This design comes from an exercise in tuning for small area on the open sky130 flow, not from production work.
RTL that was checked went through simulation tests only; none was proved equivalent to the original.
Only the layout flow was run in runs 4, 6 and 7; the RTL was not checked for function there.
Power figures rest on the tool's default switching activity, not on a simulated workload.

<file path="flow/flow/run.sh">
#!/bin/bash
# Standard ORFS layout (the standard.sh) with area-oriented choices:
#  - ABC maps with an area-oriented script (flow/abc_area.script, used through a copy of the
#    ORFS scripts folder); registers are mapped by the unchanged yosys flow as in the standard
#    synthesis.
#  - buf_1 as the port buffer on every input and output port.
#  - CTS with clkbuf_8 buffers, larger sink clusters and no dummy loads.
# Each tool's output goes to the ORFS logs under orfs/logs; make's output goes to flow.log.
set -euo pipefail
rm -rf orfs_scripts
cp -r "$FLOW_HOME/scripts" orfs_scripts
cp flow/abc_area.script orfs_scripts/abc_area.script
export SCRIPTS_DIR="$PWD/orfs_scripts"
export BUFFER_PORTS_ARGS="-buffer_cell sky130_fd_sc_hd__buf_1"
export CTS_ARGS="-sink_clustering_enable -repair_clock_nets -dont_use_dummy_load -buf_list sky130_fd_sc_hd__clkbuf_8 -sink_clustering_size 20 -sink_clustering_max_diameter 80"
bash standard.sh > flow.log 2>&1
</file>
<file path="flow/flow/abc_area.script">
strash
&get -n
&st
&synch2
&dch -f
&put
amap
topo
stime -c
</file>
<file path="flow/standard.sh">
#!/bin/bash
# synth_recipe.tcl (not shown) runs the flow's synth.tcl, then flattens the netlist and writes it again
# the make line also repeats each setting of config.mk as NAME=value (left out here)
make -C /OpenROAD-flow-scripts/flow DESIGN_CONFIG=/design/flow/config.mk WORK_HOME=/design/flow/orfs CLKGATE_MAP_FILE= SYNTH_SCRIPT=/design/flow/synth_recipe.tcl "${@:-finish}"
</file>
<file path="flow/config.mk">
export PLATFORM = sky130hd
export DESIGN_NAME = pulsing_led_level_controller_unit
export DESIGN_NICKNAME = pulsing_led_level_controller_unit
export VERILOG_FILES = /design/flow/design.v
export SDC_FILE = /design/flow/constraint.sdc
export NUM_CORES = 4
export LEC_CHECK = 0
export ABC_AREA = 1
export CAP_MARGIN = 20
export CORE_MARGIN = 2
export CORE_UTILIZATION = 40
export SLEW_MARGIN = 20
</file>
<file path="flow/constraint.sdc">
create_clock -name core_clock -period 11.0 [get_ports {clk_i}]
set_input_delay 2.2000 -clock core_clock [delete_from_list [all_inputs] [get_ports {clk_i}]]
set_output_delay 2.2000 -clock core_clock [all_outputs]
set_load 0.01 [all_outputs]
</file>
<file path="flow/design.v">
module pulsing_led_level_controller_unit (
  input  logic                       clk_i,
  input  logic                       rst_ni,
  input  logic                       in_valid,
  output logic                       in_ready,
  input  logic [1:0]                 in_command,
  input  logic [31:0]                in_now_ms,
  input  logic [31:0]                in_last_point_ms,
  input  logic [7:0]                 in_red,
  input  logic [7:0]                 in_green,
  input  logic [7:0]                 in_blue,
  output logic                       out_valid,
  input  logic                       out_ready,
  output logic [17:0]                out_level,
  output logic                       out_pulsing,
  output logic [7:0]                 out_red,
  output logic [7:0]                 out_green,
  output logic [7:0]                 out_blue,
  input  logic                       psel,
  input  logic                       penable,
  input  logic                       pwrite,
  input  logic [3:0]                 paddr,
  input  logic [31:0]                pwdata,
  output logic [31:0]                prdata,
  output logic                       pready
);
  logic [12:0] per_q;
  logic [16:0] low_q, upp_q, gain_q;
  always_ff @(posedge clk_i or negedge rst_ni) begin
    if (!rst_ni) begin
      per_q  <= 13'd2000;
      low_q  <= 17'd3277;
      upp_q  <= 17'd39322;
      gain_q <= 17'd65536;
    end else if (psel && penable && pwrite) begin
      case (paddr[3:2])
        2'd0: per_q  <= pwdata[12:0];
        2'd1: low_q  <= pwdata[16:0];
        2'd2: upp_q  <= pwdata[16:0];
        default: gain_q <= pwdata[16:0];
      endcase
    end
  end
  always_comb begin
    case (paddr[3:2])
      2'd0: prdata = {19'd0, per_q};
      2'd1: prdata = {15'd0, low_q};
      2'd2: prdata = {15'd0, upp_q};
      default: prdata = {15'd0, gain_q};
    endcase
  end
  assign pready = 1'b1;
  typedef enum logic [3:0] {
    S_IDLE = 4'd0,
    S_EL   = 4'd1,
    S_MOD  = 4'd2,
    S_TABS = 4'd3,
    S_MDA  = 4'd4,
    S_MDB  = 4'd5,
    S_W1   = 4'd6,
    S_W2   = 4'd7,
    S_STOP = 4'd8,
    S_COL  = 4'd9,
    S_ACC  = 4'd10,
    S_OUT  = 4'd11
  } state_e;
  state_e      st;
  logic [4:0]  k;       
  logic [4:0]  step;    
  logic [1:0]  ch;      
  logic        k0, k16;
  assign k0  = (k == 5'd0);
  assign k16 = (k == 5'd16);
  logic [16:0] lv;      
  logic        pul;
  logic [23:0] col;     
  logic        ov;
  logic [16:0] rr, tr;
  logic        bw, gt, lt, seen, seen2, dbit, sR, neg, bq, ca, cb, cq, rd, qd, ybit, sat;
  logic [31:0] per_z, low_z, upp_z, gain_z;
  assign per_z  = {19'd0, per_q};
  assign low_z  = {15'd0, low_q};
  assign upp_z  = {15'd0, upp_q};
  assign gain_z = {15'd0, gain_q};
  logic [4:0] tidx;
  logic       now_b, last_b;
  assign tidx   = (st == S_EL) ? ~step : step;
  assign now_b  = in_now_ms[tidx];
  assign last_b = in_last_point_ms[tidx];
  logic p_b, l_b, u_b, g_b;
  assign p_b = per_z[k];
  assign l_b = low_z[k];
  assign u_b = upp_z[k];
  assign g_b = gain_z[k];
  logic [31:0] c500, c655;
  assign c500 = 32'd500;
  assign c655 = 32'd655;
  logic shr;             
  logic r_h, t_h, q_h, lv_h;
  assign r_h  = (shr && k16) ? rr[16] : rr[0];
  assign t_h  = (shr && k16) ? tr[16] : tr[0];
  assign q_h  = col[0];
  assign lv_h = lv[0];
  logic [7:0] cin_sel;
  logic [2:0] cj_idx;
  logic       cj;
  always_comb begin
    case (ch)
      2'd0: cin_sel = in_red;
      2'd1: cin_sel = in_green;
      default: cin_sel = in_blue;
    endcase
  end
  assign cj_idx = ~step[2:0];
  assign cj     = cin_sel[cj_idx] & (step[4:3] == 2'b11);
  logic bw_e, e_b, gt_n;
  assign bw_e = bw;
  assign e_b  = now_b ^ last_b ^ bw_e;
  assign gt_n = (e_b ^ c500[tidx]) ? e_b : gt;
  logic bw0, d_b, bw_ul;
  assign bw0   = k0 ? 1'b0 : bw;
  assign d_b   = u_b ^ l_b ^ bw0;
  assign bw_ul = (~u_b & (l_b | bw0)) | (l_b & bw0);
  logic seen0, seen20;
  assign seen0  = k0 ? 1'b0 : seen;
  assign seen20 = k0 ? 1'b0 : seen2;
  logic fa_x, fa_y, fa_c, fa_s, fa_co;
  always_comb begin
    case (st)
      S_MDB:   begin fa_x = rr[0]; fa_y = dbit & tr[0]; fa_c = k0 ? 1'b0 : ca; end
      S_COL:   begin fa_x = t_h;   fa_y = cj & lv_h;    fa_c = k0 ? 1'b0 : ca; end
      default: begin fa_x = l_b;   fa_y = q_h ^ neg;    fa_c = k0 ? (neg ^ bq) : ca; end
    endcase
  end
  assign fa_s  = fa_x ^ fa_y ^ fa_c;
  assign fa_co = (fa_x & fa_y) | (fa_x & fa_c) | (fa_y & fa_c);
  logic fb_x, fb_y, fb_c, fb_s, fb_co, ybit_n;
  assign ybit_n = k0 ? fa_s : ybit;
  always_comb begin
    case (st)
      S_MOD:   begin fb_x = k0 ? now_b : rd; fb_y = p_b ^ ~sR;  fb_c = k0 ? ~sR : cb; end
      S_MDA:   begin fb_x = k0 ? 1'b0 : rd;  fb_y = p_b ^ ~sR;  fb_c = k0 ? ~sR : cb; end
      S_MDB:   begin fb_x = fa_s;            fb_y = ~sR & ~p_b; fb_c = k0 ? ~sR : cb; end
      default: begin fb_x = r_h;             fb_y = ybit_n & g_b; fb_c = k0 ? 1'b0 : cb; end
    endcase
  end
  assign fb_s  = fb_x ^ fb_y ^ fb_c;
  assign fb_co = (fb_x & fb_y) | (fb_x & fb_c) | (fb_y & fb_c);
  logic dec_b, bw_d, lt_n;
  assign dec_b = lv_h ^ c655[k] ^ bw0;
  assign bw_d  = (~lv_h & (c655[k] | bw0)) | (c655[k] & bw0);
  assign lt_n  = (dec_b ^ fa_s) ? fa_s : (k0 ? 1'b0 : lt);
  logic cq0, hs;
  assign cq0 = k0 ? bq : cq;
  assign hs  = q_h ^ cq0;
  logic        xfer;      
  assign xfer = (st == S_COL) && (step == 5'd6);
  assign shr  = (st == S_COL) && !xfer;
  logic r_in, t_in, q_in, lv_in, lv_en, col_en, col_in, qmode;
  always_comb begin
    r_in   = r_h;
    t_in   = t_h;
    q_in   = q_h;
    lv_in  = lv_h;
    lv_en  = 1'b0;
    col_en = 1'b0;
    col_in = 1'b0;
    qmode  = 1'b0;
    case (st)
      S_EL: begin
        r_in = 1'b0; t_in = 1'b0;
        col_en = 1'b1;
      end
      S_MOD, S_MDA: begin
        r_in = fb_s;
        col_en = 1'b1; qmode = 1'b1;
      end
      S_MDB: begin
        r_in = fb_s;
        q_in = k0 ? ~sR : qd;
        col_en = 1'b1; qmode = 1'b1;
      end
      S_TABS: begin
        r_in = 1'b0;
        t_in = rr[0] ^ (sR & seen0);
        q_in = d_b ^ (neg & seen20);
        col_en = 1'b1; qmode = 1'b1;
      end
      S_W1: begin
        lv_en = 1'b1;
        col_en = 1'b1; qmode = 1'b1;
      end
      S_W2: begin
        lv_en = 1'b1;
        lv_in = pul ? fa_s : dec_b;
        q_in = 1'b0;
        col_en = 1'b1; qmode = 1'b1;
      end
      S_STOP: begin
        lv_en = 1'b1;
        lv_in = k16;
      end
      S_COL: begin
        lv_en = 1'b1;
        if (xfer) begin
          r_in = 1'b0; t_in = 1'b0;
          col_en = (k >= 5'd7) && (k <= 5'd14);
          col_in = sat | rr[0];
        end else begin
          r_in = fb_s; t_in = fa_s;
        end
      end
      default: ;
    endcase
  end
  always_ff @(posedge clk_i) begin
    rr[14:0] <= rr[15:1];
    tr[14:0] <= tr[15:1];
    if (shr) begin
      rr[15] <= r_in;
      tr[15] <= t_in;
      if (k16) begin
        rr[16] <= fb_co;
        tr[16] <= fa_co;
      end
    end else begin
      rr[15] <= rr[16];
      tr[15] <= tr[16];
      rr[16] <= r_in;
      tr[16] <= t_in;
    end
    rd <= rr[0];
    qd <= hs;
    if (col_en) col <= {col_in, col[23:18], qmode ? q_in : col[17], col[16:1]};
  end
  always_ff @(posedge clk_i or negedge rst_ni) begin
    if (!rst_ni) begin
      lv <= '0;
    end else if (lv_en) begin
      lv <= {lv_in, lv[16:1]};
    end
  end
  always_ff @(posedge clk_i) begin
    ca    <= fa_co;
    cb    <= fb_co;
    cq    <= q_h & cq0;
    ybit  <= ybit_n;
    lt    <= lt_n;
    seen  <= seen0 | rr[0];
    seen2 <= seen20 | d_b;
    gt    <= (st == S_EL) & gt_n;
    case (st)
      S_IDLE:     bw <= 1'b0;
      S_EL:       bw <= (~now_b & (last_b | bw_e)) | (last_b & bw_e);
      S_W1, S_W2: bw <= bw_d;
      default:    bw <= bw_ul;
    endcase
    case (st)
      S_EL: begin
        sR <= 1'b0; neg <= 1'b0; bq <= 1'b0;
      end
      S_MOD: begin
        if (k16) begin
          sR  <= fb_s;
          neg <= bw_ul;
        end
      end
      S_TABS: begin
        if (k16) sR <= 1'b0;
      end
      S_MDA: begin
        if (k16) begin
          sR   <= fb_s;
          dbit <= q_h;
        end
      end
      S_MDB: begin
        if (k16) begin
          sR <= fb_s;
          bq <= ~fb_s;
        end
      end
      S_COL: begin
        if (k16 && !xfer) sat <= fb_s | fb_co;
      end
      default: ;
    endcase
  end
  always_ff @(posedge clk_i) begin
    if (st == S_IDLE || st == S_EL || k16) k <= '0;
    else k <= k + 5'd1;
    case (st)
      S_IDLE: step <= 5'd31;
      S_EL: begin
        step <= step - 5'd1;
        ch   <= 2'd0;
      end
      S_MOD, S_MDB: if (k16) step <= (st == S_MOD && step == 5'd0) ? 5'd16 : step - 5'd1;
      S_COL: begin
        if (k16) begin
          step <= xfer ? 5'd31 : step - 5'd1;
          if (xfer) ch <= ch + 2'd1;
        end
      end
      default: ;
    endcase
  end
  always_ff @(posedge clk_i or negedge rst_ni) begin
    if (!rst_ni) begin
      st   <= S_IDLE;
      pul  <= 1'b1;
      ov   <= 1'b0;
    end else begin
      case (st)
        S_IDLE: begin
          if (in_valid) st <= S_EL;
        end
        S_EL: begin
          if (step == 5'd0) begin
            case (in_command)
              2'd0: begin
                if (pul || gt_n) st <= (per_q == '0) ? S_W1 : S_MOD;
                else st <= S_ACC;
              end
              2'd1: begin
                pul <= 1'b1;
                st  <= S_ACC;
              end
              2'd2: st <= S_STOP;
              default: st <= S_COL;
            endcase
          end
        end
        S_MOD: begin
          if (k16 && step == 5'd0) st <= S_TABS;
        end
        S_TABS: begin
          if (k16) st <= S_MDA;
        end
        S_MDA: begin
          if (k16) st <= S_MDB;
        end
        S_MDB: begin
          if (k16) st <= (step == 5'd0) ? S_W1 : S_MDA;
        end
        S_W1: begin
          if (k16) begin
            pul <= pul | bw_d | lt_n;
            st  <= S_W2;
          end
        end
        S_W2: begin
          if (k16) st <= S_ACC;
        end
        S_STOP: begin
          if (k16) begin
            pul <= 1'b0;
            st  <= S_ACC;
          end
        end
        S_COL: begin
          if (k16 && xfer && ch == 2'd2) st <= S_ACC;
        end
        S_ACC: begin
          ov <= 1'b1;
          st <= S_OUT;
        end
        S_OUT: begin
          if (out_ready) begin
            ov <= 1'b0;
            st <= S_IDLE;
          end
        end
        default: st <= S_IDLE;
      endcase
    end
  end
  assign in_ready    = (st == S_ACC);
  assign out_valid   = ov;
  assign out_level   = {1'b0, lv};
  assign out_pulsing = pul;
  assign out_red     = col[7:0];
  assign out_green   = col[15:8];
  assign out_blue    = col[23:16];
endmodule
</file>
==> out/results.txt, run 1 <==
Max-slew headroom = 0.359
Synth top area share = 0.196
Final #Nets = 1163
Maximum vdd drop = 114 µV
Status = timing/DRC/antenna clean
Die width = 147 µm
Area grow syn2layout = 15.2%
Mux contribution to synthesized area = 0
CTS max path bufs = 2
Synthesized-area fraction occupied by adder cells = 0.0367
I/O pins = 211
# port buffers = 176
Die area = 21600 µm²
Cts bufs inserted = 17
Syn Inst Count = 807
Met3 Use GR = 0.0394
Mean area per synthesized cell = 10.1 µm²
Met2 Usage GRT = 0.346
Most common cell in the netlist = nor2_1
# Post-CTS Setup Buffers = 0
Yosys top cell by area = dfrtp_1
Initial Utilization = 0.406
Post-synth top cells = nor2_1 (87), clkinv_1 (84), o22a_1 (71)
First DRT Iteration DRCs = 568
Row Count = 52
WP data required = 8.80 ns
Count of final max-slew check failures = 0
Post-synth EDFFs = 38
Hold WC Path Type = flop to flop
Routed length per instance = 17.9 µm
Crit end category = output port
Number of diodes = 0
Clock sink total = 173
Worst-margin pin slew = 0.958 ns
1st-pass router iterations = 5
Fmax achieved = 0.145 GHz
First-pass GRT wire length = 36300 µm
CTS tree = built
Die H = 147 µm
Asr flop ratio synth = 0.503
Netlist cell types = 45
Cts hold-fix bufs = 0
Post-route ant nets = 0
GRT overflow = 0
CP max FO = 20
Power Density = 284 nW/µm²
Drt drc = 0
M1 GR Usage = 0.282
Global route hottest layer = met2
Root Buffer = clkbuf_8
Core Footprint = 20200 µm²
Layout cell share with drive strength beyond 1 = 0.0546
Post-route minimum period = 6.91 ns
Vias in the first global route = 6943
GP Congestion = 0.916
Final hold viol count = 0
Vias per inst = 5.67
Synth Area in XOR/XNOR = 0
Main synth FF type = dfrtp_1
Vias = 7244
Synth area leaders = dfrtp_1 (20%), edfxtp_1 (14%), dfxtp_1 (12%), o22a_1 (7.6%), dfstp_2 (7.4%)
RSZ-0062 raised after global routing = false
Critical path class = primary input to output port
Post-Syn Area = 8180 µm²
Sequential area share after synthesis = 0.527
Tot Pwr = 2.68 mW
Post-CTS Resized = 0
Yosys warns = 1
Largest net degree at the start of global routing = 55
Gr usage total = 0.211
Antenna violations before repair = 0
Fin crit share = 0.628
Leakage power = 3.31 nW
Max-capacitance violation count = 0
H-tree depth = 4
CP Data Arrival Time = 4.71 ns
Dpl hpwl = 16200 µm
TNS Setup = 0 ns
Endpoints failing setup = 0
Seq cells post-synth = 173
Routed wire length = 22800 µm
Worst-Skew Late Latency = 0.47 ns
Skew final = 0.0309 ns
Largest family of logic cells by synthesized area = compound AO/OA/AOI/OAI gates
Simple-gate share of the synthesized area = 0.0947
Critical path launch point type = primary input
Clock transition at path regs = 0.10 ns
Synth Area in Compound Gates = 0.285
-- cells in the final DEF (no fill, tap or decap), types with 15 or more instances in the layout --
cell,Yosys,layout
dfstp_2,23,23
o21ai_0,29,28
a221oi_1,30,30
o22ai_1,70,70
conb_1,2,17
dfxtp_1,48,48
clkbuf_8,0,17
edfxtp_1,38,38
dfrtp_1,64,64
clkinv_1,84,84
nor2_1,87,86
nor3_1,32,31
o22a_1,71,71
a22oi_1,15,15
a21oi_1,52,52
nand2_1,43,43
ha_1,16,16
buf_1,0,175
-- critical path, cell delays in order --
cell      delay [ns]
buf_1           0.06
buf_4           0.27
clkinv_1        0.60
nor2_1          0.33
clkinv_1        0.54
o22ai_1         0.36
a21oi_1         0.11
buf_1           0.19
-- sequential cells by signal (all words and copies together), names as in the netlist, 13 cells and up --
name,cells
col,24
gain_q,17
low_q,17
lv,17
per_q,13
rr,17
tr,17
upp_q,17
-- per-stage QoR --
step,cells,hold WS [ns],area (µm²),utilization,setup slack [ns]
3_3_place_gp,1260,0.312,9190,0.455,4.12
5_1_grt,1277,0.305,9420,0.467,3.87
2_1_floorplan,822,0.310,8240,-,5.48
6_report,1277,0.315,9420,0.467,4.09
4_1_cts,1277,0.314,9420,0.467,4.10
3_5_place_dp,1260,0.312,9190,0.455,4.11
-- report_power, final --
part	total (mW)	internal [mW]	leakage [nW]	switching [mW]
logic	1.23	0.468	1.48	0.760
clock network	0.338	0.137	0.122	0.201
registers	1.11	0.947	1.70	0.164
-- final timing paths --
kind                                from    endpoint  depth (start not counted)  slack [ns]
worst max-delay path            paddr[2]   prdata[1]                          8        4.09
worst min-delay path              rr[10]       rr[9]                          0        0.31
worst max register to register     st[0]      rr[16]                         18        4.55
worst min register to register    rr[10]       rr[9]                          0        0.31
max in group asynchronous         rst_ni       st[1]                          2        8.21
min in group asynchronous         rst_ni  gain_q[11]                          1        1.72
-- kinds of logic after synthesis --
kind of cell	after synthesis
flops	173
compound gates	325
simple gates	183
fa+ha+maj	21
other cells	2
buf+inv	103
-- per-layer routing --
layer	share of wire	routed length (µm)
met2	0.47	10800
met4	0.020	457
met1	0.44	10100
met3	0.064	1460
met5	0	0
-- layout make-up --
type	instances	area, µm²
well taps	270	338
flip-flops and latches	173	4310
multi-input cells	546	3480
clock buffers	17	234
fillers	2041	10700
repair buffers	187	747
inverters	84	315
==> run 2, diff against run 1 <==
--- a/flow/config.mk
+++ b/flow/config.mk
@@ -8,5 +8,6 @@
 export ABC_AREA = 1
-export CAP_MARGIN = 20
+export CAP_MARGIN = 5
 export CORE_MARGIN = 2
 export CORE_UTILIZATION = 40
-export SLEW_MARGIN = 20
+export GPL_TIMING_DRIVEN = 0
+export SLEW_MARGIN = 5
==> run 2 against run 1 <==
Global-route usage rose by 0.30 points. Sequential power about the same. First-iteration DRC count is 17% higher. Synthesized area unchanged. Utilization up 0.78 points. Flip-flop and latch count unchanged. Sequential share of layout area fell by 0.75 points. Largest power group unchanged.
==> out/results.txt, run 2 <==
Status = timing/DRC/antenna clean
Most common cell after layout, fill and taps aside = buf_1
Die H = 147 µm
Cell family with most CP delay = buffers and inverters
Switching Share = 0.421
Max reg flops = 24
CP Data Arrival Time = 5.47 ns
Commonest non-fill, non-tap cells in the layout = buf_1 (175), nor2_1 (87), clkinv_1 (84)
Mean area per synthesized cell = 10.1 µm²
# Post-CTS Setup Buffers = 0
Main synth FF type = dfrtp_1
# port buffers = 176
Fmax achieved = 0.130 GHz
Layout cell share with drive strength beyond 1 = 0.0695
Reg-to-reg endpoint = rr[16]
Hold_sp = rr[10]
Clock transition at path regs = 0.11 ns
Largest Register = col
Leakage power = 3.40 nW
GP Congestion = 0.898
Die width = 147 µm
Post-synth top cells = nor2_1 (87), clkinv_1 (84), o22a_1 (71)
Power Density = 281 nW/µm²
Post-Syn Area = 8180 µm²
Maximum vdd drop = 117 µV
Yosys warns = 1
Critical Path Start = paddr[2]
Vias = 7390
Slowest CP cell = clkinv_1
R2R setup slack = 4.37 ns
Crit path cell chain = buf_1 -> clkinv_1 -> nor2_1 -> clkinv_1 -> o22ai_1 -> a21oi_1 -> buf_1
First DRT Iteration DRCs = 664
Row Count = 52
Drt drc = 0
Sw Pwr = 1.13 mW
Final hold viol count = 0
GRT overflow = 0
Sequential area share after synthesis = 0.527
Synth top area share = 0.196
Crit path depth = 7
Root Buffer = clkbuf_8
Die area = 21600 µm²
Fin crit share = 0.697
Endpoints failing setup = 0
Core Footprint = 20200 µm²
R2R cell count = 18
CP max FO = 20
Skew final = 0.0389 ns
Critical Path Sink = prdata[3]
CTS tree = built
Yosys top cell by area = dfrtp_1
Most common cell in the netlist = nor2_1
Gr usage total = 0.213
I/O pins = 211
Largest net degree at the start of global routing = 35
Post-route ant nets = 0
Area grow syn2layout = 17.1%
Critical Path Max Stage Delay = 0.91 ns
Cts hold-fix bufs = 0
Vias per inst = 5.72
Sequential power share = 0.421
Asr flop ratio synth = 0.503
Post-CTS Resized = 0
Critical path class = primary input to output port
Worst-margin pin slew = 1.28 ns
Reg2reg start = st[0]
Final #Nets = 1177
Crit end category = output port
Routed length per instance = 18.0 µm
Area of placed instances = 9330 µm²
Critical path launch point type = primary input
Worst Path Buf+Inv = 4
Number of diodes = 0
Count of final max-slew check failures = 0
Clock network fraction of total power = 0.125
Syn Inst Count = 807
Hold WC Path Type = flop to flop
TNS Setup = 0 ns
H-tree depth = 4
Max-capacitance violation count = 0
Netlist cell types = 45
Seq cells post-synth = 173
Pint = 1.56 mW
Synth area leaders = dfrtp_1 (20%), edfxtp_1 (14%), dfxtp_1 (12%), o22a_1 (7.6%), dfstp_2 (7.4%)
Gate power share = 0.454
Initial Utilization = 0.406
Dpl hpwl = 16500 µm
Max-slew headroom = 0.146
Vias in the first global route = 7086
Worst-Skew Late Latency = 0.48 ns
Post-route cell area = 9580 µm²
Cts bufs inserted = 17
WP data required = 8.80 ns
Clock sink total = 173
Antenna violations before repair = 0
Post-synth EDFFs = 38
1st-pass router iterations = 6
Routed wire length = 23200 µm
RSZ-0062 raised after global routing = false
Post-route minimum period = 7.67 ns
First-pass GRT wire length = 37000 µm
CTS max path bufs = 2
-- run 2: cell type report --
class	count	area, µm²
Fill cell	2001	10600
Sequential cell	173	4310
Multi-Input combinational cell	546	3490
Timing Repair Buffer	182	747
Tap cell	270	338
Inverter	84	315
Clock buffer	17	234
Buffer	19	143
-- run 2: cell families (layout without fill, tap and decap cells) --
logic type,after synthesis,in the layout,synth area share
AOI/OAI and AO/OA,325,325,0.285
adders and majority gates,21,21,0.0367
buffers and inverters,103,302,0.0560
other,2,17,0.000918
and+or+nand+nor,183,183,0.0947
DFF,173,173,0.527
-- run 2: metrics by stage --
stage	total power [mW]	instances	hold slack, ns	util	setup slack (ns)
2_1_floorplan	1.96	822	0.310	-	5.48
3_3_place_gp	2.33	1268	0.312	0.458	3.13
3_5_place_dp	2.36	1274	0.312	0.463	3.47
4_1_cts	2.70	1291	0.316	0.474	3.46
5_1_grt	2.91	1291	0.309	0.475	3.12
6_report	2.69	1291	0.312	0.475	3.33
-- run 2: per-layer routing --
metal / vias to the layer above / global-route usage / wire length [µm]
met1: 3552 / 0.285 / 10400
met5: - / 0 / 0
met3: 39 / 0.0429 / 1460
met2: 281 / 0.358 / 11000
met4: 0 / 0.0553 / 396
li1: 3518 / - / -
-- run 2: how the worst min path moves through the flow --
stage               endpoint  slack, ns  depth (start not counted)
floorplan              rr[0]       0.31                          0
global placement       tr[5]       0.31                          0
detailed placement     tr[6]       0.31                          0
CTS                    rr[9]       0.32                          0
global route           rr[9]       0.31                          0
finish                 rr[9]       0.31                          0
-- run 2: worst register-to-register path, stage by stage, from the launching register on --
cell,delay [ns]
dfrtp_1,0.39
clkinv_1,0.28
nor2_1,0.35
clkinv_1,0.14
nor2_1,0.63
ha_1,0.86
clkinv_1,0.81
a22o_1,0.38
o21ai_0,0.14
a31oi_1,0.07
or4_1,0.54
o22ai_1,0.41
nor3_1,0.11
o22a_1,0.25
fa_1,0.53
clkinv_1,0.10
nor2_1,0.06
a221oi_1,0.23
o22ai_1,0.11
-- run 2: power groups by stage --
stage	sequential, mW	clock, mW	combinational (mW)
floorplan	1.13	0	0.829
global placement	1.14	0	1.19
detailed placement	1.14	0	1.22
CTS	1.13	0.347	1.22
global route	1.17	0.370	1.37
finish	1.13	0.336	1.22
==> run 3, diff against run 2 <==
--- a/flow/flow/run.sh
+++ b/flow/flow/run.sh
@@ -14,3 +14,3 @@
 export BUFFER_PORTS_ARGS="-buffer_cell sky130_fd_sc_hd__buf_1"
-export CTS_ARGS="-sink_clustering_enable -repair_clock_nets -dont_use_dummy_load -buf_list sky130_fd_sc_hd__clkbuf_8 -sink_clustering_size 20 -sink_clustering_max_diameter 80"
+export CTS_ARGS="-sink_clustering_enable -repair_clock_nets -dont_use_dummy_load -buf_list {sky130_fd_sc_hd__clkbuf_4 sky130_fd_sc_hd__clkbuf_8}"
 bash standard.sh > flow.log 2>&1
--- a/flow/config.mk
+++ b/flow/config.mk
@@ -8,6 +8,5 @@
 export ABC_AREA = 1
-export CAP_MARGIN = 5
+export CAP_MARGIN = 20
 export CORE_MARGIN = 2
-export CORE_UTILIZATION = 40
-export GPL_TIMING_DRIVEN = 0
-export SLEW_MARGIN = 5
+export CORE_UTILIZATION = 65
+export SLEW_MARGIN = 20
==> run 3 against run 2 <==
Routed wire length decreased by 4.6%. Combinational power about the same. Non-clock buffer count decreased by 14. First-iteration DRC count grew 14%. Synthesized cell count unchanged. Critical path depth increased by 11.
==> out/results.txt, run 3 <==
CP Data Arrival Time = 6.58 ns
Sequential area share after synthesis = 0.527
Max-capacitance violation count = 0
Leakage power = 3.31 nW
Most common cell in the netlist = nor2_1
First DRT Iteration DRCs = 755
Maximum vdd drop = 162 µV
Largest net degree at the start of global routing = 88
Clock transition at path regs = 0.09 ns
Fmax achieved = 0.156 GHz
Seq cells post-synth = 173
Synth area leaders = dfrtp_1 (20%), edfxtp_1 (14%), dfxtp_1 (12%), o22a_1 (7.6%), dfstp_2 (7.4%)
Status = timing/DRC/antenna clean
Cts bufs inserted = 17
Layout cell share with drive strength beyond 1 = 0.0536
Commonest non-fill, non-tap cells in the layout = buf_1 (175), nor2_1 (87), clkinv_1 (84)
Drt drc = 0
Worst-margin pin slew = 1.05 ns
Final Instance Count excl. Fillers = 1175
CP max FO = 11
Netlist cell types = 45
Post-CTS Resized = 0
CTS max path bufs = 2
Root Buffer = clkbuf_8
Vias = 7683
Post-synth top cells = nor2_1 (87), clkinv_1 (84), o22a_1 (71)
Final #Nets = 1163
Worst-Skew Late Latency = 0.45 ns
Area grow syn2layout = 13.8%
Power Density = 289 nW/µm²
Count of final max-slew check failures = 0
Yosys top cell by area = dfrtp_1
Asr flop ratio synth = 0.503
Vias per inst = 6.54
First-pass GRT wire length = 35100 µm
Mean area per synthesized cell = 10.1 µm²
RSZ-0062 raised after global routing = false
Die H = 116 µm
Final hold viol count = 0
Most common cell after layout, fill and taps aside = buf_1
1st-pass router iterations = 7
I/O pins = 211
# Post-CTS Setup Buffers = 0
Routed length on met1 = 8470 µm
Hold WC Path Type = flop to flop
Cts hold-fix bufs = 0
Core Footprint = 12200 µm²
Critical path launch point type = flop
CTS tree = built
Main synth FF type = dfrtp_1
Syn Inst Count = 807
# port buffers = 176
Post-synth EDFFs = 38
Gr usage total = 0.336
Met3 wire len = 1880 µm
Largest Register = col
GP Congestion = 0.942
Die width = 116 µm
Skew final = 0.0198 ns
Post-route ant nets = 0
Routed length per instance = 18.8 µm
Post-Route Utilization = 0.765
Die area = 13500 µm²
Fin crit share = 0.581
Initial Utilization = 0.673
H-tree depth = 4
Area of the multi-input gates = 3490 µm²
Row Count = 40
Synth top area share = 0.196
Max layer used = met4
Dpl hpwl = 15900 µm
Vias in the first global route = 7268
TNS Setup = 0 ns
Critical path class = flop to flop
WP data required = 11.19 ns
Tot Pwr = 2.69 mW
Met2 WL = 11100 µm
Post-Place Cells = 1158
Post-route minimum period = 6.39 ns
Register area = 4310 µm²
Clock sink total = 173
Crit end category = flop
Endpoints failing setup = 0
Post-Syn Area = 8180 µm²
Routed wire length = 22100 µm
GRT overflow = 0
Max reg flops = 24
Max-slew headroom = 0.295
Antenna violations before repair = 0
Number of diodes = 0
Fillers = 868
Yosys warns = 1
==> run 3: worst max-delay path, stage by stage, from the launching register on <==
cell      delay [ns]
dfrtp_1         0.38
clkinv_1        0.26
nor2_1          0.34
clkinv_1        0.14
nor2_1          0.57
clkinv_1        0.50
o22ai_1         0.78
clkinv_1        0.48
a221oi_1        0.36
nor3_1          0.08
or4_1           0.53
o22ai_1         0.35
nor3_1          0.11
o22a_1          0.25
fa_1            0.53
clkinv_1        0.09
nor2_1          0.05
a221oi_1        0.23
o22ai_1         0.11
==> run 3: metrics by stage <==
| stage | area, µm² | hold slack, ns | setup WS [ns] |
|---|---|---|---|
| after global placement | 9060 | 0.313 | 4.82 |
| after detailed placement | 9060 | 0.312 | 4.69 |
| after floorplan | 8240 | 0.310 | 5.48 |
| after CTS | 9290 | 0.328 | 4.70 |
| final | 9300 | 0.320 | 4.61 |
| after global routing | 9300 | 0.336 | 4.06 |
==> run 3: path summary, 6_finish.rpt <==
path | from | to | slack, ns | depth (start not counted)
worst min register to register | tr[14] | tr[13] | 0.32 | 0
worst max register to register | st[0] | rr[16] | 4.61 | 18
worst min-delay path | tr[14] | tr[13] | 0.32 | 0
min in group asynchronous | rst_ni | upp_q[2] | 1.92 | 2
worst max-delay path | st[0] | rr[16] | 4.61 | 18
max in group asynchronous | rst_ni | gain_q[14] | 8.55 | 2
==> run 3: area by class of cell <==
type,instances,share of cell area
tap,168,0.0226
timing repair buffer,187,0.0807
inverter,84,0.0339
sequential,173,0.463
multi-input combinational,546,0.375
clock buffer,17,0.0251
==> run 3: kinds of logic after synthesis <==
logic type / count (synthesis) / synth area share
flops: 173 / 0.527
compound gates: 325 / 0.285
simple gates: 183 / 0.0947
fa+ha+maj: 21 / 0.0367
buf+inv: 103 / 0.0560
other cells: 2 / 0.000918
==> run 3: report_power, final <==
group / total (mW) / switching, mW / internal [mW] / leakage [nW]
Combinational: 1.23 / 0.765 / 0.468 / 1.49
Clock: 0.327 / 0.191 / 0.136 / 0.122
Sequential: 1.13 / 0.177 / 0.949 / 1.70
==> run 3: per-layer routing <==
| layer | global-route usage | up-vias |
|---|---|---|
| li1 | - | 3489 |
| met1 | 0.403 | 3656 |
| met2 | 0.588 | 458 |
| met3 | 0.0768 | 80 |
| met4 | 0.138 | 0 |
| met5 | 0 | - |
==> run 4, diff against run 3 <==
--- a/flow/design.v
+++ b/flow/design.v
@@ -61,6 +61,6 @@
     S_W2   = 4'd7,
-    S_STOP = 4'd8,
-    S_COL  = 4'd9,
-    S_ACC  = 4'd10,
-    S_OUT  = 4'd11
+    S_STOP = 4'd9,
+    S_COL  = 4'd10,
+    S_ACC  = 4'd8,
+    S_OUT  = 4'd12
   } state_e;
@@ -76,5 +76,4 @@
   logic [23:0] col;     
-  logic        ov;
   logic [16:0] rr, tr;
-  logic        bw, gt, lt, seen, seen2, dbit, sR, neg, bq, ca, cb, cq, rd, qd, ybit, sat;
+  logic        gt, lt, seen, seen2, dbit, sR, neg, bq, ca, cb, cq, rd, qd, ybit;
   logic [31:0] per_z, low_z, upp_z, gain_z;
@@ -115,10 +114,2 @@
   assign cj     = cin_sel[cj_idx] & (step[4:3] == 2'b11);
-  logic bw_e, e_b, gt_n;
-  assign bw_e = bw;
-  assign e_b  = now_b ^ last_b ^ bw_e;
-  assign gt_n = (e_b ^ c500[tidx]) ? e_b : gt;
-  logic bw0, d_b, bw_ul;
-  assign bw0   = k0 ? 1'b0 : bw;
-  assign d_b   = u_b ^ l_b ^ bw0;
-  assign bw_ul = (~u_b & (l_b | bw0)) | (l_b & bw0);
   logic seen0, seen20;
@@ -129,2 +120,3 @@
     case (st)
+      S_MOD, S_TABS: begin fa_x = u_b; fa_y = ~l_b; fa_c = k0 ? 1'b1 : ca; end
       S_MDB:   begin fa_x = rr[0]; fa_y = dbit & tr[0]; fa_c = k0 ? 1'b0 : ca; end
@@ -140,2 +132,4 @@
     case (st)
+      S_EL:    begin fb_x = now_b;           fb_y = ~last_b;      fb_c = cb; end
+      S_W1, S_W2: begin fb_x = lv_h;         fb_y = ~c655[k];     fb_c = k0 ? 1'b1 : cb; end
       S_MOD:   begin fb_x = k0 ? now_b : rd; fb_y = p_b ^ ~sR;  fb_c = k0 ? ~sR : cb; end
@@ -148,6 +142,6 @@
   assign fb_co = (fb_x & fb_y) | (fb_x & fb_c) | (fb_y & fb_c);
-  logic dec_b, bw_d, lt_n;
-  assign dec_b = lv_h ^ c655[k] ^ bw0;
-  assign bw_d  = (~lv_h & (c655[k] | bw0)) | (c655[k] & bw0);
-  assign lt_n  = (dec_b ^ fa_s) ? fa_s : (k0 ? 1'b0 : lt);
+  logic gt_n;
+  assign gt_n = (fb_s ^ c500[tidx]) ? fb_s : gt;
+  logic lt_n;
+  assign lt_n  = (fb_s ^ fa_s) ? fa_s : (k0 ? 1'b0 : lt);
   logic cq0, hs;
@@ -185,3 +179,3 @@
         t_in = rr[0] ^ (sR & seen0);
-        q_in = d_b ^ (neg & seen20);
+        q_in = fa_s ^ (neg & seen20);
         col_en = 1'b1; qmode = 1'b1;
@@ -194,3 +188,3 @@
         lv_en = 1'b1;
-        lv_in = pul ? fa_s : dec_b;
+        lv_in = pul ? fa_s : fb_s;
         q_in = 1'b0;
@@ -207,3 +201,3 @@
           col_en = (k >= 5'd7) && (k <= 5'd14);
-          col_in = sat | rr[0];
+          col_in = sR | rr[0];
         end else begin
@@ -244,3 +238,3 @@
     ca    <= fa_co;
-    cb    <= fb_co;
+    cb    <= (st == S_IDLE) | fb_co;
     cq    <= q_h & cq0;
@@ -249,11 +243,5 @@
     seen  <= seen0 | rr[0];
-    seen2 <= seen20 | d_b;
+    seen2 <= seen20 | fa_s;
     gt    <= (st == S_EL) & gt_n;
     case (st)
-      S_IDLE:     bw <= 1'b0;
-      S_EL:       bw <= (~now_b & (last_b | bw_e)) | (last_b & bw_e);
-      S_W1, S_W2: bw <= bw_d;
-      default:    bw <= bw_ul;
-    endcase
-    case (st)
       S_EL: begin
@@ -264,3 +252,3 @@
           sR  <= fb_s;
-          neg <= bw_ul;
+          neg <= ~fa_co;
         end
@@ -283,3 +271,3 @@
       S_COL: begin
-        if (k16 && !xfer) sat <= fb_s | fb_co;
+        if (k16 && !xfer) sR <= fb_s | fb_co;   
       end
@@ -311,3 +299,2 @@
       pul  <= 1'b1;
-      ov   <= 1'b0;
     end else begin
@@ -347,3 +334,3 @@
           if (k16) begin
-            pul <= pul | bw_d | lt_n;
+            pul <= pul | ~fb_co | lt_n;
             st  <= S_W2;
@@ -363,11 +350,5 @@
         end
-        S_ACC: begin
-          ov <= 1'b1;
-          st <= S_OUT;
-        end
+        S_ACC: st <= S_OUT;
         S_OUT: begin
-          if (out_ready) begin
-            ov <= 1'b0;
-            st <= S_IDLE;
-          end
+          if (out_ready) st <= S_IDLE;
         end
@@ -378,3 +359,3 @@
   assign in_ready    = (st == S_ACC);
-  assign out_valid   = ov;
+  assign out_valid   = (st == S_OUT);
   assign out_level   = {1'b0, lv};
--- a/flow/flow/run.sh
+++ b/flow/flow/run.sh
@@ -14,3 +14,3 @@
 export BUFFER_PORTS_ARGS="-buffer_cell sky130_fd_sc_hd__buf_1"
-export CTS_ARGS="-sink_clustering_enable -repair_clock_nets -dont_use_dummy_load -buf_list {sky130_fd_sc_hd__clkbuf_4 sky130_fd_sc_hd__clkbuf_8}"
+export CTS_ARGS="-sink_clustering_enable -repair_clock_nets -dont_use_dummy_load -buf_list sky130_fd_sc_hd__clkbuf_8 -sink_clustering_size 20 -sink_clustering_max_diameter 80"
 bash standard.sh > flow.log 2>&1
--- a/flow/config.mk
+++ b/flow/config.mk
@@ -10,3 +10,3 @@
 export CORE_MARGIN = 2
-export CORE_UTILIZATION = 65
+export CORE_UTILIZATION = 40
 export SLEW_MARGIN = 20
==> run 4 against run 3 <==
Worst setup slack got worse by 0.39 ns. Combinational power is 11% higher. Fmax shrank 5.8%. Sequential share of layout area is 1.4 points lower. Largest cell class unchanged. Die area is 60% higher. Still clean. Via count is 3.4% lower. Clock power grew 3%. Flip-flop and latch count fell by 3. Cell count rose by 9.2%. First-iteration DRC count decreased by 24%. Critical path type is now primary input to output port. Register-to-register slack lost 0.02 ns.
==> out/results.txt, run 4 <==
Hold WC Path Type = flop to flop
CP Data Arrival Time = 4.59 ns
Number of diodes = 0
Maximum vdd drop = 157 µV
I/O pins = 211
Count of final max-slew check failures = 0
CP max FO = 20
H-tree depth = 4
Power Density = 300 nW/µm²
Yosys warns = 1
Main synth FF type = dfrtp_1
Commonest non-fill, non-tap cells in the layout = buf_1 (175), nor2_1 (96), clkinv_1 (86)
Worst-Skew Late Latency = 0.46 ns
Worst Hold Path Cells = 0
Asr flop ratio synth = 0.506
Routed wire length = 23300 µm
Register area = 4230 µm²
Critical path launch point type = primary input
First DRT Iteration DRCs = 575
First-pass GRT wire length = 36900 µm
Max reg flops = 24
Most common cell after layout, fill and taps aside = buf_1
Post-Place Cells = 1266
Core Footprint = 20100 µm²
Final hold viol count = 0
TNS Setup = 0 ns
Post-CTS Resized = 0
Area grow syn2layout = 15.5%
CTS tree = built
Vias in the first global route = 7119
Synth area leaders = dfrtp_1 (19%), edfxtp_1 (14%), dfxtp_1 (12%), o22a_1 (7.5%), dfstp_2 (7.4%)
Row Count = 52
WP data required = 8.80 ns
Die H = 147 µm
Fillers = 2015
Netlist cell types = 43
CTS max path bufs = 2
Critical path class = primary input to output port
R2R setup slack = 4.59 ns
Final #Nets = 1167
Layout cell share with drive strength beyond 1 = 0.0563
Post-synth EDFFs = 37
Skew final = 0.0225 ns
Drt drc = 0
Endpoints failing setup = 0
Clock transition at path regs = 0.08 ns
Seq cells post-synth = 170
Post-route ant nets = 0
Cts hold-fix bufs = 0
Die area = 21600 µm²
# Post-CTS Setup Buffers = 0
Status = timing/DRC/antenna clean
Die width = 147 µm
Max-capacitance violation count = 0
Post-route cell area = 9420 µm²
Root Buffer = clkbuf_8
Vias = 7422
GRT overflow = 0
Sequential area share after synthesis = 0.519
Gr usage total = 0.213
Synth top area share = 0.193
Dpl hpwl = 16200 µm
Post-Route Utilization = 0.469
RSZ-0062 raised after global routing = false
Yosys top cell by area = dfrtp_1
Fin Hold WS = 0.320 ns
Max-slew headroom = 0.316
Syn Inst Count = 812
Mean area per synthesized cell = 10.0 µm²
Worst-margin pin slew = 1.02 ns
Vias per inst = 5.78
Clock sink total = 170
Post-synth top cells = nor2_1 (96), clkinv_1 (86), o22ai_1 (71)
Largest Register = col
Leakage power = 3.29 nW
Cts bufs inserted = 17
Antenna violations before repair = 0
Crit end category = output port
1st-pass router iterations = 5
# port buffers = 176
R2R cell count = 25
GP Congestion = 0.895
Post-Syn Area = 8160 µm²
Area of placed instances = 9180 µm²
Most common cell in the netlist = nor2_1
Post-route minimum period = 6.79 ns
Final Instance Count excl. Fillers = 1283
Routed length per instance = 18.1 µm
Fin crit share = 0.617
Area of the multi-input gates = 3540 µm²
Largest net degree at the start of global routing = 73
Fmax achieved = 0.147 GHz
Initial Utilization = 0.406
## run 4: per-layer routing
metal  share of wire  up-vias  track usage
met5               0        -            0
met4           0.019        0       0.0699
met3           0.069       32       0.0416
met2            0.47      300        0.353
met1            0.44     3552        0.282
li1                -     3538            -
## run 4: through the flow
step | total power, mW | setup WS, ns
detailed placement | 2.49 | 4.31
finish | 2.83 | 4.21
global placement | 2.47 | 4.34
global route | 3.05 | 4.01
CTS | 2.83 | 4.31
floorplan | 2.04 | 5.25
## run 4: cells by family after synthesis
family / after synthesis / synth area share
compound gates: 340 / 0.301
fa+ha+maj: 19 / 0.0310
buf+inv: 105 / 0.0571
flops: 170 / 0.519
other cells: 2 / 0.000921
simple gates: 176 / 0.0910
## run 4: area by class of cell
| type | instances | area share |
|---|---|---|
| Clock buffer | 17 | 0.0248 |
| Inverter | 86 | 0.0343 |
| Multi-Input combinational cell | 552 | 0.376 |
| Sequential cell | 170 | 0.449 |
| Tap cell | 270 | 0.0359 |
| Timing Repair Buffer | 188 | 0.0801 |
## run 4: power breakdown
part | switching [mW] | total, mW | internal [mW]
combinational | 0.877 | 1.37 | 0.494
clock | 0.202 | 0.338 | 0.137
sequential | 0.166 | 1.12 | 0.950
## run 4: worst paths after layout
| kind | startpoint | end |
|---|---|---|
| worst max-delay path | paddr[3] | prdata[16] |
| worst min-delay path | rr[1] | rr[0] |
| worst max register to register | k[1] | pul |
| worst min register to register | rr[1] | rr[0] |
| max in group asynchronous | rst_ni | st[3] |
| min in group asynchronous | rst_ni | gain_q[4] |
## run 4: worst max-delay path, cell delays in order
cell      delay (ns)
buf_1           0.63
clkinv_1        0.90
nand2_1         0.51
o22ai_1         0.17
buf_1           0.17
==> run 5, diff against run 4 <==
--- a/flow/design.v
+++ b/flow/design.v
@@ -61,6 +61,6 @@
     S_W2   = 4'd7,
-    S_STOP = 4'd9,
-    S_COL  = 4'd10,
-    S_ACC  = 4'd8,
-    S_OUT  = 4'd12
+    S_STOP = 4'd8,
+    S_COL  = 4'd9,
+    S_ACC  = 4'd10,
+    S_OUT  = 4'd11
   } state_e;
@@ -76,2 +76,3 @@
   logic [23:0] col;     
+  logic        ov;
   logic [16:0] rr, tr;
@@ -299,2 +300,3 @@
       pul  <= 1'b1;
+      ov   <= 1'b0;
     end else begin
@@ -350,5 +352,11 @@
         end
-        S_ACC: st <= S_OUT;
+        S_ACC: begin
+          ov <= 1'b1;
+          st <= S_OUT;
+        end
         S_OUT: begin
-          if (out_ready) st <= S_IDLE;
+          if (out_ready) begin
+            ov <= 1'b0;
+            st <= S_IDLE;
+          end
         end
@@ -359,3 +367,3 @@
   assign in_ready    = (st == S_ACC);
-  assign out_valid   = (st == S_OUT);
+  assign out_valid   = ov;
   assign out_level   = {1'b0, lv};
==> run 5 against run 4 <==
First-iteration DRC count rose by 19%. Non-clock buffer count rose by 1. Via count fell by 0.63%. Highest routed layer unchanged. Utilization fell by 0.19 points. Power fell by 47%. Critical path type is now flop to flop. Largest cell class unchanged. Flip-flop and latch count rose by 1.
==> out/results.txt, run 5 <==
Largest Register = col
Register area = 4260 µm²
Initial Utilization = 0.404
Seq cells post-synth = 171
Status = timing/DRC/antenna clean
CTS max path bufs = 2
Crit path cell chain = buf_4 -> clkinv_1 -> buf_4 -> ha_1 -> nand3_1 -> nor2_1 -> clkinv_1 -> nor2_1 -> clkinv_1 -> o22ai_1 -> o22ai_1 -> o32ai_1 -> fa_1 -> clkinv_1 -> o22ai_1 -> nor2_1 -> a221oi_1 -> o41ai_1 -> fa_1 -> a221o_1 -> o21ai_0 -> nor2b_1 -> o41ai_1 -> o221a_1
Row Count = 52
Dpl hpwl = 16900 µm
Sequential area share after synthesis = 0.524
Final hold viol count = 0
H-tree depth = 4
# Post-CTS Setup Buffers = 0
Post-route ant nets = 0
Area of the multi-input gates = 3470 µm²
Yosys top cell by area = dfrtp_1
Final #Nets = 1160
Post-Syn Area = 8130 µm²
CP Data Arrival Time = 7.34 ns
Synth top area share = 0.197
TNS Setup = 0 ns
Most common cell after layout, fill and taps aside = buf_1
CTS tree = built
Commonest non-fill, non-tap cells in the layout = buf_1 (175), nor2_1 (103), clkinv_1 (86)
Netlist cell types = 44
Layout cell share with drive strength beyond 1 = 0.0546
Root Buffer = clkbuf_8
Critical path class = flop to flop
Die width = 147 µm
Max-capacitance violation count = 0
Slowest CP cell = fa_1
GP Congestion = 0.891
WP data required = 11.37 ns
Crit end category = flop
Mean area per synthesized cell = 10.1 µm²
First-pass GRT wire length = 37300 µm
Die H = 147 µm
GRT overflow = 0
# port buffers = 176
Post-CTS Resized = 0
Worst hold endpoint = tr[14]
Max reg flops = 24
Critical Path Max Stage Delay = 0.74 ns
Hold WC Path Type = flop to flop
Worst slack at placement = 4.01 ns
Hold_sp = tr[15]
Critical path launch point type = flop
Core Footprint = 20100 µm²
Vias in the first global route = 7005
Vias per inst = 5.78
I/O pins = 211
Skew final = 0.0518 ns
Vias = 7375
Fin crit share = 0.633
Synth area leaders = dfrtp_1 (20%), edfxtp_1 (14%), dfxtp_1 (12%), o22a_1 (7.8%), dfstp_2 (7.4%)
Worst Hold Path Cells = 0
Final worst slack = 4.04 ns
Count of final max-slew check failures = 0
Max layer used = met4
Yosys warns = 1
Area grow syn2layout = 15.4%
Drt drc = 0
Post-synth top cells = nor2_1 (103), clkinv_1 (86), o22a_1 (72)
Fillers = 1972
Routed length per instance = 18.6 µm
Most common cell in the netlist = nor2_1
Cts hold-fix bufs = 0
Leakage power = 3.45 nW
Routed wire length = 23700 µm
First DRT Iteration DRCs = 685
Final Instance Count excl. Fillers = 1277
RSZ-0062 raised after global routing = false
Met2 WL = 10900 µm
Max-slew headroom = 0.405
Cts bufs inserted = 17
Die area = 21500 µm²
Met3 wire len = 1740 µm
R2R setup slack = 4.04 ns
Endpoints failing setup = 0
Post-Place Cells = 1260
CP max FO = 36
Number of diodes = 0
Top cell by count, worst path = clkinv_1
Reg2reg start = k[1]
Clock transition at path regs = 0.08 ns
Post-route minimum period = 6.96 ns
Maximum vdd drop = 88.3 µV
Routed length on met1 = 10800 µm
Worst-Skew Late Latency = 0.47 ns
Worst-margin pin slew = 0.890 ns
Antenna violations before repair = 0
Fin Hold WS = 0.297 ns
Post-synth EDFFs = 37
Asr flop ratio synth = 0.509
Power Density = 160 nW/µm²
Clock sink total = 171
Reg-to-reg endpoint = st[2]
Largest net degree at the start of global routing = 56
Fmax achieved = 0.144 GHz
Main synth FF type = dfrtp_1
R2R cell count = 24
Syn Inst Count = 805
Gr usage total = 0.220
1st-pass router iterations = 8
## run 5: cell count changes after synthesis, sizes merged, moves of 4 or more
cell     delta
a221o       +7
a2111oi     -7
nor2        +7
a32oi       +5
nor3        -4
o221ai      +4
a22o        -7
a221oi     -15
a21oi      +10
a222oi      +8
## run 5: logic make-up after synthesis
logic type / Yosys count / share of synthesized area
other: 2 / 0.000924
buffers and inverters: 105 / 0.0573
and+or+nand+nor: 171 / 0.0873
AOI/OAI and AO/OA: 338 / 0.301
adders and majority gates: 18 / 0.0296
DFF: 171 / 0.524
## run 5: layout make-up
type / instances / area share
clock buffers: 17 / 0.0249
inverters: 86 / 0.0344
multi-input cells: 544 / 0.370
flip-flops and latches: 171 / 0.454
well taps: 270 / 0.0360
repair buffers: 189 / 0.0812
## run 5: worst max path at each step
stage	endpoint	start	depth (start not counted)	slack (ns)
finish	st[2]	k[1]	24	4.04
global route	st[2]	k[1]	24	3.56
CTS	st[2]	k[1]	24	4.11
detailed placement	st[2]	in_green[1]	19	4.01
global placement	st[2]	in_green[1]	19	4.08
floorplan	st[2]	in_red[2]	18	5.02
## run 5: power by group
group / total [mW] / leakage (nW) / internal [mW] / switching [mW]
Combinational: 0.310 / 1.55 / 0.136 / 0.174
Clock: 0.332 / 0.122 / 0.136 / 0.195
Sequential: 0.856 / 1.79 / 0.784 / 0.0721
Total: 1.50 / 3.45 / 1.06 / 0.441
## run 5: critical path: cells and delay by family, from the launching register on
family	cells	cell delay (ns)
flops	1	0.30
buf+inv	6	1.52
fa+ha+maj	3	1.34
simple gates	5	1.31
compound gates	10	2.40
## run 5: per-layer routing
metal / global-route usage / vias up
li1: - / 3508
met1: 0.304 / 3511
met2: 0.346 / 331
met3: 0.0566 / 25
met4: 0.0607 / 0
met5: 0 / -
## run 5: through the flow
step	cell area (µm²)	util	power (mW)
6_report	9380	0.467	1.50
5_1_grt	9380	0.467	1.57
4_1_cts	9380	0.467	1.51
3_5_place_dp	9150	0.455	1.17
3_3_place_gp	9150	0.455	1.17
2_1_floorplan	8180	-	1.05
==> run 6, diff against run 5 <==
--- a/flow/design.v
+++ b/flow/design.v
@@ -26,6 +26,23 @@
 );
+  typedef enum logic [3:0] {
+    S_IDLE = 4'd0,
+    S_EL   = 4'd1,
+    S_MOD  = 4'd2,
+    S_TABS = 4'd3,
+    S_MDA  = 4'd4,
+    S_MDB  = 4'd5,
+    S_W1   = 4'd6,
+    S_W2   = 4'd7,
+    S_STOP = 4'd8,
+    S_COL  = 4'd9,
+    S_ACC  = 4'd10,
+    S_OUT  = 4'd11,
+    S_RST  = 4'd12,
+    S_INIT = 4'd13
+  } state_e;
+  state_e      st;
   logic [12:0] per_q;
   logic [16:0] low_q, upp_q, gain_q;
-  always_ff @(posedge clk_i or negedge rst_ni) begin
-    if (!rst_ni) begin
+  always_ff @(posedge clk_i) begin
+    if (st == S_RST) begin
       per_q  <= 13'd2000;
@@ -52,17 +69,2 @@
   assign pready = 1'b1;
-  typedef enum logic [3:0] {
-    S_IDLE = 4'd0,
-    S_EL   = 4'd1,
-    S_MOD  = 4'd2,
-    S_TABS = 4'd3,
-    S_MDA  = 4'd4,
-    S_MDB  = 4'd5,
-    S_W1   = 4'd6,
-    S_W2   = 4'd7,
-    S_STOP = 4'd8,
-    S_COL  = 4'd9,
-    S_ACC  = 4'd10,
-    S_OUT  = 4'd11
-  } state_e;
-  state_e      st;
   logic [4:0]  k;       
@@ -197,2 +199,6 @@
       end
+      S_RST, S_INIT: begin
+        lv_en = 1'b1;
+        lv_in = 1'b0;
+      end
       S_COL: begin
@@ -230,8 +236,4 @@
   end
-  always_ff @(posedge clk_i or negedge rst_ni) begin
-    if (!rst_ni) begin
-      lv <= '0;
-    end else if (lv_en) begin
-      lv <= {lv_in, lv[16:1]};
-    end
+  always_ff @(posedge clk_i) begin
+    if (lv_en) lv <= {lv_in, lv[16:1]};
   end
@@ -278,3 +280,3 @@
   always_ff @(posedge clk_i) begin
-    if (st == S_IDLE || st == S_EL || k16) k <= '0;
+    if (st == S_IDLE || st == S_EL || st == S_RST || k16) k <= '0;
     else k <= k + 5'd1;
@@ -298,3 +300,3 @@
     if (!rst_ni) begin
-      st   <= S_IDLE;
+      st   <= S_RST;
       pul  <= 1'b1;
@@ -362,2 +364,6 @@
         end
+        S_RST: st <= S_INIT;
+        S_INIT: begin
+          if (k16) st <= S_IDLE;
+        end
         default: st <= S_IDLE;
==> run 6 against run 5 <==
Still clean on timing, DRC and antenna. Utilization rose by 0.83 points. Via count rose by 4.7%. Sequential share of layout area fell by 2.3 points. Cell count rose by 4.2%. Global-route usage rose by 0.54 points. First-iteration DRC count rose by 5.3%. Final area fell by 1.1%. Count of clock-buffer cells in the layout did not move. Die area fell by 1.4%. Power rose by 100%.
==> out/results.txt, run 6 <==
Status = timing/DRC/antenna clean
# Post-CTS Setup Buffers = 0
CP Data Arrival Time = 7.68 ns
Synth area leaders = dfxtp_1 (28%), edfxtp_1 (20%), nor2_1 (7.2%), a22oi_1 (5.9%), o22ai_1 (5.2%)
Crit end category = flop
Area of placed instances = 9040 µm²
Post-route ant nets = 0
Cts bufs inserted = 17
GP Congestion = 0.956
Skew final = 0.0399 ns
Reg-to-reg endpoint = k[4]
Initial Utilization = 0.410
Die width = 146 µm
Pint = 1.67 mW
Slowest CP cell = dfxtp_1
Post-synth EDFFs = 54
Gr usage total = 0.226
TNS Setup = 0 ns
Most common cell after layout, fill and taps aside = buf_1
Hold_sp = rr[5]
Vias = 7722
Sw Pwr = 1.34 mW
Post-route minimum period = 7.34 ns
Clock sink total = 171
Max-slew headroom = 0.412
Cts hold-fix bufs = 0
Leakage power = 3.28 nW
WP data required = 11.34 ns
Yosys top cell by area = dfxtp_1
Largest Register = col
Vias per inst = 5.80
Syn Inst Count = 861
1st-pass router iterations = 7
Fillers = 1950
Critical path class = flop to flop
H-tree depth = 4
Routed length per instance = 18.4 µm
GRT overflow = 0
Main synth FF type = dfxtp_1
Worst Hold Path Cells = 0
Gate power share = 0.483
Antenna violations before repair = 2
Fin crit share = 0.667
Most common cell in the netlist = nor2_1
CTS max path bufs = 2
Seq cells post-synth = 171
Reg2reg start = k[0]
Max-capacitance violation count = 0
Endpoints failing setup = 0
Dpl hpwl = 17500 µm
Commonest non-fill, non-tap cells in the layout = buf_1 (176), nor2_1 (153), dfxtp_1 (111)
Post-route cell area = 9280 µm²
Sequential area share after synthesis = 0.499
CP max FO = 65
CTS tree = built
Root Buffer = clkbuf_8
Die area = 21200 µm²
Worst-Skew Late Latency = 0.46 ns
Max reg flops = 24
Final #Nets = 1218
Post-CTS Resized = 0
Power Density = 325 nW/µm²
First DRT Iteration DRCs = 721
Clock transition at path regs = 0.10 ns
Yosys warns = 1
Crit path cell chain = clkinv_1 -> a22oi_1 -> a221oi_1 -> o41ai_1 -> a221oi_1 -> fa_1 -> o221ai_1 -> a41oi_1 -> o21ai_0 -> o22a_1 -> fa_1 -> clkinv_1 -> o21ai_0 -> a31o_1 -> or2_0 -> nor3_2 -> buf_4 -> or3_1 -> a211oi_1
Clock network fraction of total power = 0.110
Asr flop ratio synth = 0.0351
Critical path launch point type = flop
Count of final max-slew check failures = 0
Switching Share = 0.444
Worst-margin pin slew = 0.879 ns
Critical Path Sink = k[4]
Critical Path Start = k[0]
Final Instance Count excl. Fillers = 1331
Synth top area share = 0.277
Post-Route Utilization = 0.475
First-pass GRT wire length = 38600 µm
Layout cell share with drive strength beyond 1 = 0.0347
R2R setup slack = 3.66 ns
Post-synth top cells = nor2_1 (153), dfxtp_1 (111), clkinv_1 (82)
Mean area per synthesized cell = 9.30 µm²
Post-Syn Area = 8010 µm²
Maximum vdd drop = 148 µV
Drt drc = 0
Routed wire length = 24500 µm
Core Footprint = 19500 µm²
Netlist cell types = 48
Vias in the first global route = 7229
R2R cell count = 19
I/O pins = 211
Largest net degree at the start of global routing = 66
Area grow syn2layout = 15.8%
# port buffers = 176
Row Count = 51
RSZ-0062 raised after global routing = false
Final hold viol count = 0
Fmax achieved = 0.136 GHz
Tot Pwr = 3.01 mW
Die H = 146 µm
Post-Place Cells = 1313
Critical Path Max Stage Delay = 0.82 ns
Sequential power share = 0.408
Hold WC Path Type = flop to flop
## run 6: cell count changes in the layout (fill, tap and decap cells not counted), moves of 7 or more
| cell | delta |
|---|---|
| or2_0 | +13 |
| o21bai_1 | +10 |
| a21oi_1 | -19 |
| dfstp_2 | -20 |
| edfxtp_1 | +17 |
| a221oi_1 | +12 |
| nor2_1 | +50 |
| a22oi_1 | +36 |
| nand2_1 | +7 |
| dfxtp_1 | +64 |
| o21ai_0 | +7 |
| dfrtp_1 | -61 |
| o22a_1 | -63 |
## run 6: final cells by class
| cell class | instances | area [µm²] | share of cell area |
|---|---|---|---|
| Antenna cell | 1 | 2.50 | 0.000270 |
| Clock buffer | 17 | 234 | 0.0252 |
| Inverter | 82 | 308 | 0.0332 |
| Multi-Input combinational cell | 604 | 3630 | 0.391 |
| Sequential cell | 171 | 4000 | 0.431 |
| Tap cell | 265 | 332 | 0.0357 |
| Timing Repair Buffer | 191 | 773 | 0.0834 |
## run 6: worst min-delay path by stage
stage	to
CTS	rr[4]
global route	rr[4]
detailed placement	tr[6]
global placement	tr[2]
floorplan	rr[0]
finish	rr[4]
## run 6: routing by layer
layer,up-vias,global-route usage,part of all wire
li1,3667,-,-
met1,3619,0.301,0.44
met2,385,0.370,0.46
met3,49,0.0492,0.077
met4,2,0.0672,0.018
met5,-,0,0.00053
## run 6: critical path, delay by kind of cell, from the launching register on
family	cells	cell delay, ns
AOI/OAI and AO/OA	11	2.87
adders and majority gates	2	1.42
buffers and inverters	3	1.32
and+or+nand+nor	3	0.82
DFF	1	0.82
## run 6: metrics by stage
stage | worst slack, ns | hold WS (ns)
floorplan | 2.08 | 0.310
global placement | 3.53 | 0.310
detailed placement | 3.49 | 0.312
CTS | 3.68 | 0.312
global route | 3.16 | 0.314
finish | 3.66 | 0.314
## run 6: logic make-up (layout without fill, tap and decap cells)
| kind of cell | count (synthesis) | after routing | share of synthesized area |
|---|---|---|---|
| AOI/OAI and AO/OA | 318 | 318 | 0.281 |
| adders and majority gates | 18 | 18 | 0.0300 |
| buffers and inverters | 101 | 290 | 0.0562 |
| DFF | 171 | 171 | 0.499 |
| other | 2 | 18 | 0.000938 |
| and+or+nand+nor | 251 | 251 | 0.133 |
## run 6: power groups by stage
stage                     Combinational, mW  Sequential, mW  Clock [mW]
final                                  1.45            1.23       0.330
after global routing                   1.61            1.27       0.366
after CTS                              1.44            1.23       0.340
after detailed placement               1.44            1.24           0
after global placement                 1.43            1.23           0
after floorplan                       0.952            1.23           0
==> run 7, diff against run 6 <==
--- a/flow/design.v
+++ b/flow/design.v
@@ -38,3 +38,3 @@
     S_ACC  = 4'd10,
-    S_OUT  = 4'd11,
+    S_OUT  = 4'd14,
     S_RST  = 4'd12,
@@ -78,3 +78,2 @@
   logic [23:0] col;     
-  logic        ov;
   logic [16:0] rr, tr;
@@ -302,3 +301,2 @@
       pul  <= 1'b1;
-      ov   <= 1'b0;
     end else begin
@@ -354,11 +352,5 @@
         end
-        S_ACC: begin
-          ov <= 1'b1;
-          st <= S_OUT;
-        end
+        S_ACC: st <= S_OUT;
         S_OUT: begin
-          if (out_ready) begin
-            ov <= 1'b0;
-            st <= S_IDLE;
-          end
+          if (out_ready) st <= S_IDLE;
         end
@@ -373,3 +365,3 @@
   assign in_ready    = (st == S_ACC);
-  assign out_valid   = ov;
+  assign out_valid   = (st == S_OUT);
   assign out_level   = {1'b0, lv};
==> run 7 against run 6 <==
Global-route usage increased by 0.077 points. Fmax about the same. Highest routed layer is now met4. Critical path depth decreased by 11. Utilization decreased by 0.082 points. Worst setup slack improved by 0.0061 ns. Synthesized cell count increased by 0.35%. Count of clock-buffer cells in the layout unchanged. Clock skew decreased by 0.012 ns. Final area decreased by 0.50%. Hold slack about the same. Via count decreased by 2.3%.
==> out/results.txt, run 7 <==
WP data required = 8.80 ns
Yosys warns = 1
Worst slack at placement = 3.79 ns
1st-pass router iterations = 5
Routed length on met1 = 10800 µm
Maximum vdd drop = 132 µV
Sequential power share = 0.393
CP Data Arrival Time = 5.13 ns
Netlist cell types = 42
Synth top area share = 0.279
Core Footprint = 19500 µm²
CTS tree = built
Post-route cell area = 9230 µm²
Reg2reg start = st[0]
Gr usage total = 0.227
H-tree depth = 4
Die H = 145 µm
Mean area per synthesized cell = 9.21 µm²
Pint = 1.71 mW
Crit path cell chain = buf_1 -> buf_4 -> clkinv_1 -> nor2_1 -> clkinv_1 -> o22ai_1 -> a21oi_1 -> buf_1
Met3 wire len = 1810 µm
Endpoints failing setup = 0
Most common cell in the netlist = clkinv_1
GP Congestion = 0.926
Die width = 145 µm
Post-CTS Resized = 0
Routed wire length = 24100 µm
Post-route ant nets = 0
Max layer used = met4
Worst Hold Path Cells = 0
Critical path launch point type = primary input
Largest Register = col
Crit end category = output port
CTS max path bufs = 2
Antenna violations before repair = 0
Status = timing/DRC/antenna clean
Most common cell after layout, fill and taps aside = buf_1
Reg-to-reg endpoint = lv[16]
Final #Nets = 1223
Vias = 7546
Die area = 21000 µm²
Asr flop ratio synth = 0.0294
First-pass GRT wire length = 38400 µm
Routed length per instance = 18.1 µm
GRT overflow = 0
Worst-margin pin slew = 0.839 ns
First DRT Iteration DRCs = 675
Final hold viol count = 0
TNS Setup = 0 ns
Final Instance Count excl. Fillers = 1335
Gate power share = 0.500
Row Count = 51
Post-synth EDFFs = 54
Syn Inst Count = 864
Number of diodes = 0
CP max FO = 20
Max reg flops = 24
RSZ-0062 raised after global routing = false
Layout cell share with drive strength beyond 1 = 0.0355
Slowest CP cell = nor2_1
Skew final = 0.0275 ns
Post-synth top cells = clkinv_1 (113), dfxtp_1 (111), nor2_1 (106)
Critical Path Start = paddr[3]
Sequential area share after synthesis = 0.499
Leakage power = 3.26 nW
Hold WC Path Type = flop to flop
Largest net degree at the start of global routing = 34
Fmax achieved = 0.136 GHz
Yosys top cell by area = dfxtp_1
Dpl hpwl = 17400 µm
Worst-Skew Late Latency = 0.46 ns
Count of final max-slew check failures = 0
Final worst slack = 3.67 ns
R2R cell count = 21
Critical Path Sink = prdata[10]
# port buffers = 176
Sw Pwr = 1.38 mW
Main synth FF type = dfxtp_1
# Post-CTS Setup Buffers = 0
Commonest non-fill, non-tap cells in the layout = buf_1 (176), clkinv_1 (113), dfxtp_1 (111)
Max-slew headroom = 0.435
Cts hold-fix bufs = 0
Critical Path Max Stage Delay = 0.79 ns
Power Density = 335 nW/µm²
Max-capacitance violation count = 0
Area grow syn2layout = 16.0%
Seq cells post-synth = 170
Root Buffer = clkbuf_8
Area of placed instances = 8990 µm²
Met2 WL = 11000 µm
Fin Hold WS = 0.314 ns
Cts bufs inserted = 17
Vias in the first global route = 7373
Clock sink total = 170
Post-Place Cells = 1318
Initial Utilization = 0.409
I/O pins = 211
Post-route minimum period = 7.33 ns
Vias per inst = 5.65
Synth area leaders = dfxtp_1 (28%), edfxtp_1 (20%), o22ai_1 (6.2%), a22oi_1 (5.4%), clkinv_1 (5.3%)
Clock network fraction of total power = 0.108
R2R setup slack = 4.39 ns
Switching Share = 0.447
Post-Syn Area = 7960 µm²
Clock transition at path regs = 0.09 ns
Fin crit share = 0.667
Drt drc = 0
Critical path class = primary input to output port
[run 7: worst max-delay path, delay by kind of cell]
kind	cells	cell delay, ns
AOI/OAI and AO/OA	2	0.45
and+or+nand+nor	1	0.79
buffers and inverters	5	1.67
[run 7: power groups by stage]
stage	Combinational [mW]	Sequential (mW)	Clock, mW
finish	1.54	1.21	0.333
global route	1.72	1.25	0.366
CTS	1.54	1.21	0.344
detailed placement	1.53	1.22	0
global placement	1.53	1.21	0
floorplan	1.04	1.21	0
[run 7: how the worst min path moves through the flow]
stage,from,endpoint
2_1_floorplan,rr[1],rr[0]
4_1_cts,tr[11],tr[10]
6_report,tr[11],tr[10]
3_5_place_dp,rr[13],rr[12]
5_1_grt,tr[11],tr[10]
3_3_place_gp,rr[1],rr[0]
[run 7: stage by stage]
stage,utilization,power (mW)
floorplan,-,2.25
global placement,0.462,2.74
detailed placement,0.462,2.75
CTS,0.474,3.09
global route,0.474,3.34
finish,0.474,3.09
[run 7: logic make-up after synthesis]
group	count (synthesis)	share of synthesized area
AOI/OAI and AO/OA	338	0.291
adders and majority gates	18	0.0302
buffers and inverters	132	0.0712
DFF	170	0.499
other	2	0.000944
and+or+nand+nor	204	0.107
[run 7: layout make-up]
type / count / area, µm²
Timing Repair Buffer: 193 / 788
Multi-Input combinational cell: 577 / 3480
Fill cell: 1947 / 10200
Clock buffer: 17 / 234
Inverter: 113 / 424
Tap cell: 265 / 332
Sequential cell: 170 / 3970
[run 7: layer usage]
layer  vias up  track usage
li1       3671            -
met1      3489        0.306
met2       346        0.361
met3        40       0.0503
met4         0       0.0752
met5         -            0

Re-timed with assumed drivers on the ports (clkbuf_16 on the clock, buf_2 on other inputs), run 7 has 3.643 ns of setup slack against 3.667 ns with ideal ports, and 3.643 ns once port delays also move by the mid clock arrival of 0.481 ns.
